This design comes from an exercise in tuning for small area on the open sky130 flow, not from production work. Function was checked by simulation only, so behaviour that the tests miss may differ from the original. Power and IR drop assume default switching activity.

## main
## lcd_rect_fill_streamer_top
module lcd_rect_fill_streamer_top (
    input  wire logic                  i_clk,
    input  wire logic                  i_rst_n,
    input  wire logic                  i_req_valid,
    output logic                       i_req_ready,
    input  wire logic                  i_req_kind,
    input  wire logic signed [15:0]    i_req_origin_col,
    input  wire logic signed [15:0]    i_req_origin_row,
    input  wire logic signed [15:0]    i_req_rect_width,
    input  wire logic signed [15:0]    i_req_rect_height,
    input  wire logic [15:0]           i_req_fill_color,
    output logic                       o_res_valid,
    input  wire logic                  o_res_ready,
    output logic [1:0]                 o_res_status,
    output logic [7:0]                 o_res_spi_byte,
    output logic                       o_res_is_data,
    output logic                       o_res_release_select,
    output logic                       o_res_fill_done,
  ...
clock: 10.0 ns
lec_check: 0
cap_margin: 20
core_margin: 2
core_utilization: 40
slew_margin: 20
standard.sh (not shown) runs the stock make flow with config.mk's settings and CLKGATE_MAP_FILE= SYNTH_SCRIPT=/design/flow/synth_recipe.tcl, a recipe that flattens the netlist after the stock synthesis.
==> flow/flow/run.sh <==
#!/bin/bash
# Layout flow: the standard synthesis, then the same synthesis with an area-oriented
# ABC script; its netlist is used if its registers match the standard one exactly (names
# and cell types). Then the standard ORFS layout, with port buffers of the smallest cell.
set -uo pipefail
HERE=$PWD
RES=$HERE/orfs/results/$FLOW_PLATFORM/lcd_rect_fill_streamer_top/base

bash standard.sh synth > std_synth.log 2>&1 || exit 1
cp $RES/1_2_yosys.v std_1_2_yosys.v

export MY_ABC_SCRIPT=$HERE/flow/area.abc
make -C $FLOW_HOME DESIGN_CONFIG=$HERE/config.mk WORK_HOME=$HERE/area_orfs CLKGATE_MAP_FILE= \
  SYNTH_SCRIPT=$HERE/flow/my_synth.tcl synth > area_synth.log 2>&1
AREA_NET=$HERE/area_orfs/results/$FLOW_PLATFORM/lcd_rect_fill_streamer_top/base/1_2_yosys.v

if [[ -s $AREA_NET ]]; then
  python3 flow/regs.py std_1_2_yosys.v > regs_std.txt
  python3 flow/regs.py $AREA_NET > regs_area.txt
  if [[ -s regs_std.txt ]] && cmp -s regs_std.txt regs_area.txt; then
    echo "using area netlist" > choice.log
    cp $AREA_NET $RES/1_2_yosys.v
    rm -f $RES/1_synth.odb $RES/1_synth.sdc
  else
    echo "registers differ; using standard netlist" > choice.log
  fi
else
  echo "area synthesis failed; using standard netlist" > choice.log
fi

export BUFFER_PORTS_ARGS="-buffer_cell sky130_fd_sc_hd__buf_1"
# One tie cell per constant instead of one per constant output port.
export SKIP_REPAIR_TIE_FANOUT=1
# Clock tree from a few mid-size buffers over large sink clusters, without dummy loads.
export CTS_ARGS="-sink_clustering_enable -repair_clock_nets -buf_list sky130_fd_sc_hd__clkbuf_8 -root_buf sky130_fd_sc_hd__clkbuf_8 -sink_clustering_size 25 -sink_clustering_max_diameter 100 -dont_use_dummy_load"
bash standard.sh finish > standard_flow.log 2>&1
==> flow/flow/area.abc <==
strash
&get -n
&deepsyn -T 30
&put
&get -n
&dch -f
&nf -a -R 1000
&put
Other scripts of this flow, unchanged in this note and not shown: flow/flow/my_synth.tcl, flow/flow/regs.py
### main -> the feature branch
- CORE_UTILIZATION changed from 40 to 75
==> flow/flow/area.abc <==
strash
&get -n
&deepsyn -T 30
&put
&get -n
&dch -f
&nf -a -R 1000 -F 10 -A 10 -C 32 -E 20
&put
Findings:
Row highest ir drop seen on vdd: the feature branch higher / main lower. Count of input and output buffers essentially unchanged between the feature branch and main. The feature branch vs. main: aggregate routed wire length lower, total nets after synthesis fell about 1.5%. u_engine.r_phase[0] as the launch point of the worst path was reported by the feature branch, and u_engine.r_x[0] by main.

* * *

Setup of job 8827:
Starting RTL as in the previous note.
Settings: LEC_CHECK=0, CAP_MARGIN=20, CORE_MARGIN=2, CORE_UTILIZATION=60, SLEW_MARGIN=20; clock period 10.0 ns.
==> flow/flow/area.abc <==
strash
&get -n
&deepsyn -T 30
&put
&get -n
&dch -f
&nf -a -R 1000
&put
==> flow/flow/my_synth.tcl <==
# The standard synthesis (synth_recipe.tcl), with the ABC mapping step run on an
# area-oriented script instead of ORFS's speed script, and adders mapped by ABC too. Everything before and after the
# combinational mapping, and so every register, is the same as the standard synthesis.
proc synth {args} { yosys synth -nofsm -noshare {*}$args }
proc abc {args} {
  set i [lsearch $args -script]
  if {$i >= 0} {
    lset args [expr {$i+1}] $::env(MY_ABC_SCRIPT)
  }
  puts "area abc: $args"
  yosys abc {*}$args
}
# Adders are left to ABC as plain logic: no half/full adder cells, no Kogge-Stone carry map.
set ::env(ADDER_MAP_FILE) ""
set ::env(SYNTH_OPERATIONS_ARGS) " "
source $::env(SCRIPTS_DIR)/synth.tcl
# left out here: clear keep_hierarchy, flatten, clean up, hide names made inside functions, write 1_2_yosys.v
==> flow/flow/regs.py <==
# Print "celltype-without-drive instance" for every flip-flop in a Yosys netlist.
import re, sys
txt = open(sys.argv[1]).read()
out = []
for m in re.finditer(r'^\s*(sky130_fd_sc_hd__(\w+?)_\d+)\s+(\S+)\s*\(', txt, re.M):
    base = m.group(2)
    if re.match(r'(e?dfx|dfr|dfs|dfb|sdf|edfx|dlx|dlr)', base):
        out.append(base + ' ' + m.group(3))
for line in sorted(out):
    print(line)
Scripts as last shown in full above: flow/flow/run.sh
The flow did not stop early for job 8827: all stages ran, and the layout cleared the timing, DRC and antenna checks.
Changes in job 5735 relative to job 8827:
- changing CORE_UTILIZATION from 60 to 75
## What came out
Job 5735 went all the way through synthesis, placement and routing and the layout is clean on timing, DRC and antenna. Job 5735 vs job 8827 — global-route track usage on met1 rose 9.4 points. In terms of clock network power share, job 5735 and job 8827 differ only marginally. [job 5735] core utilization rose 18 points relative to job 8827.
Relative to job 5735, the following input files were edited for job 2463:
- CORE_UTILIZATION changed from 75 to 40
- CAP_MARGIN changed from 20 to 0
- SLEW_MARGIN changed from 20 to 0
- GPL_TIMING_DRIVEN newly set to 0
--- outcome ---
Job 2463 reached the end of the flow, and the finished layout is clean on the timing, DRC and antenna checks.
Overall die height (job 5735 / job 2463): 0.74
Job 2463 vs. job 5735: overall die width moved up; routed wire length moved down.
Here is what was changed in the inputs of job 9602 compared with job 2463.
- SLEW_MARGIN: 0 -> 20
- CAP_MARGIN: 0 -> 20
- GPL_TIMING_DRIVEN: 0 -> unset
- CORE_UTILIZATION: 40 -> 60
--- a/flow/flow/area.abc
+++ b/flow/flow/area.abc
@@ -7 +7 @@
-&nf -a -R 1000
+&nf -a -R 1000 -F 10 -A 10 -C 32 -E 20
--- outcome ---
Count of pins on the block boundary: job 9602 vs job 2463 identical. Diff job 2463 -> job 9602 | final worst hold slack | decrease of 0.031 ns. Cells: job 9602 has fewer instances than job 2463.

* * *

== v4 ==
Another version of the RTL of lcd_rect_fill_streamer_top (not shown whole).
Size: ~170 I/O pins, ~5600 µm² of cells after synthesis.
// lcd_rect_fill_streamer_top
module lcd_rect_fill_streamer_top (
    input  wire logic                  i_clk,
    input  wire logic                  i_rst_n,
    input  wire logic                  i_req_valid,
    output logic                       i_req_ready,
    input  wire logic                  i_req_kind,
    input  wire logic signed [15:0]    i_req_origin_col,
    input  wire logic signed [15:0]    i_req_origin_row,
    input  wire logic signed [15:0]    i_req_rect_width,
    input  wire logic signed [15:0]    i_req_rect_height,
    input  wire logic [15:0]           i_req_fill_color,
    output logic                       o_res_valid,
    input  wire logic                  o_res_ready,
    output logic [1:0]                 o_res_status,
    output logic [7:0]                 o_res_spi_byte,
    output logic                       o_res_is_data,
    output logic                       o_res_release_select,
    output logic                       o_res_fill_done,
    input  wire logic                  psel,
    input  wire logic                  penable,
    input  wire logic                  pwrite,
    input  wire logic [lrf_pkg::CFG_ADDR_W-1:0] paddr,
    input  wire logic [31:0]           pwdata,
    output logic [31:0]                prdata,
    output logic                       pready
);
==> flow/config.mk <==
export PLATFORM = sky130hd
export DESIGN_NAME = lcd_rect_fill_streamer_top
export DESIGN_NICKNAME = lcd_rect_fill_streamer_top
export VERILOG_FILES = /design/flow/design.v
export SDC_FILE = /design/flow/constraint.sdc
export NUM_CORES = 4
export LEC_CHECK = 0
export CAP_MARGIN = 20
export CORE_MARGIN = 2
export CORE_UTILIZATION = 60
export PLACE_DENSITY = 0.8
export SLEW_MARGIN = 20
==> flow/constraint.sdc <==
create_clock -name core_clock -period 10.0 [get_ports {i_clk}]
set_input_delay 2.0000 -clock core_clock [delete_from_list [all_inputs] [get_ports {i_clk}]]
set_output_delay 2.0000 -clock core_clock [all_outputs]
set_load 0.01 [all_outputs]
==> flow/flow/area.abc <==
strash
&get -n
&deepsyn -T 30
&put
&get -n
&dch -f
&nf -a -R 1000 -F 10 -A 10 -C 32 -E 20
&put
Scripts as last shown in full above: flow/flow/run.sh, flow/flow/my_synth.tcl, flow/flow/regs.py
Setup changes, v4 to v22
Settings: clearing PLACE_DENSITY, which used to be 0.8.
v22: no failed stages, no open violations at the end
Run comparison: v22 cell at the slowest stage of the critical path dfxtp_1; v4 cell at the slowest stage of the critical path or4_1
Summary: with v4 as the reference, finished layout cell area in v22 moved down slightly.
Of v22 and v4, v4 shows the higher total power, with v22 below it.
On proportion of cell area occupied by multi-input gates: between v22 and v4, it ends up higher for v22.
## Diff of input files: v42 against v22
Settings: putting PLACE_DENSITY at 0.92 where nothing was set.
v42 vs. v22: cell area after synthesis flat; register-to-register slack down 0.27 ns; cell count up 37.
v42 gives more via count than v22 did.
The standard cells in v42 occupy more silicon area than those in v22 do.
Length of routed met3 wiring: v42 > v22
v42: global-route usage 1.8 points above v22
v42 vs v22 — data arrival at the endpoint of the critical path rose 0.33 ns.

==> port drivers added, routing unchanged <==
The results above use ideal ports. As a check the final layouts listed here were re-extracted and re-timed, cells and wires unchanged. Step 1: set_driving_cell puts a clkbuf_16 on i_clk and a buf_2 on each other input, an assumption about the parent block. Step 2 adds t to the input delays and takes it off the output delays; t is the mean of the earliest and latest rising clock arrival at the registers after step 1. Input paths then give back, and output paths get back, about the clock's delay inside the block. Slacks: ideal / step 1 / step 2; pairs: ideal / step 1.
| run | t, ns | setup slack, ns | clock arrival spread, ns | worst data-port slew with drivers (ns) |
|---|---|---|---|---|
| main | 0.416 | 1.833 / 1.833 / 1.833 | 0.026 / 0.026 | 0.05 |
| the feature branch | 0.388 | 1.237 / 1.237 / 1.237 | 0.030 / 0.030 | 0.05 |
| job 8827 | 0.386 | 1.827 / 1.827 / 1.827 | 0.023 / 0.024 | 0.04 |
| job 5735 | 0.391 | 1.134 / 1.134 / 1.134 | 0.021 / 0.020 | 0.04 |
| job 2463 | 0.415 | 1.082 / 1.082 / 1.082 | 0.023 / 0.023 | 0.05 |
| job 9602 | 0.383 | 1.386 / 1.386 / 1.386 | 0.036 / 0.036 | 0.04 |
| v4 | 0.387 | 0.906 / 0.906 / 0.906 | 0.038 / 0.037 | 0.04 |
| v22 | 0.384 | 1.019 / 1.019 / 1.019 | 0.032 / 0.033 | 0.04 |
| v42 | 0.391 | 0.752 / 0.752 / 0.752 | 0.027 / 0.027 | 0.05 |
After both steps setup and hold are still met in every run listed.
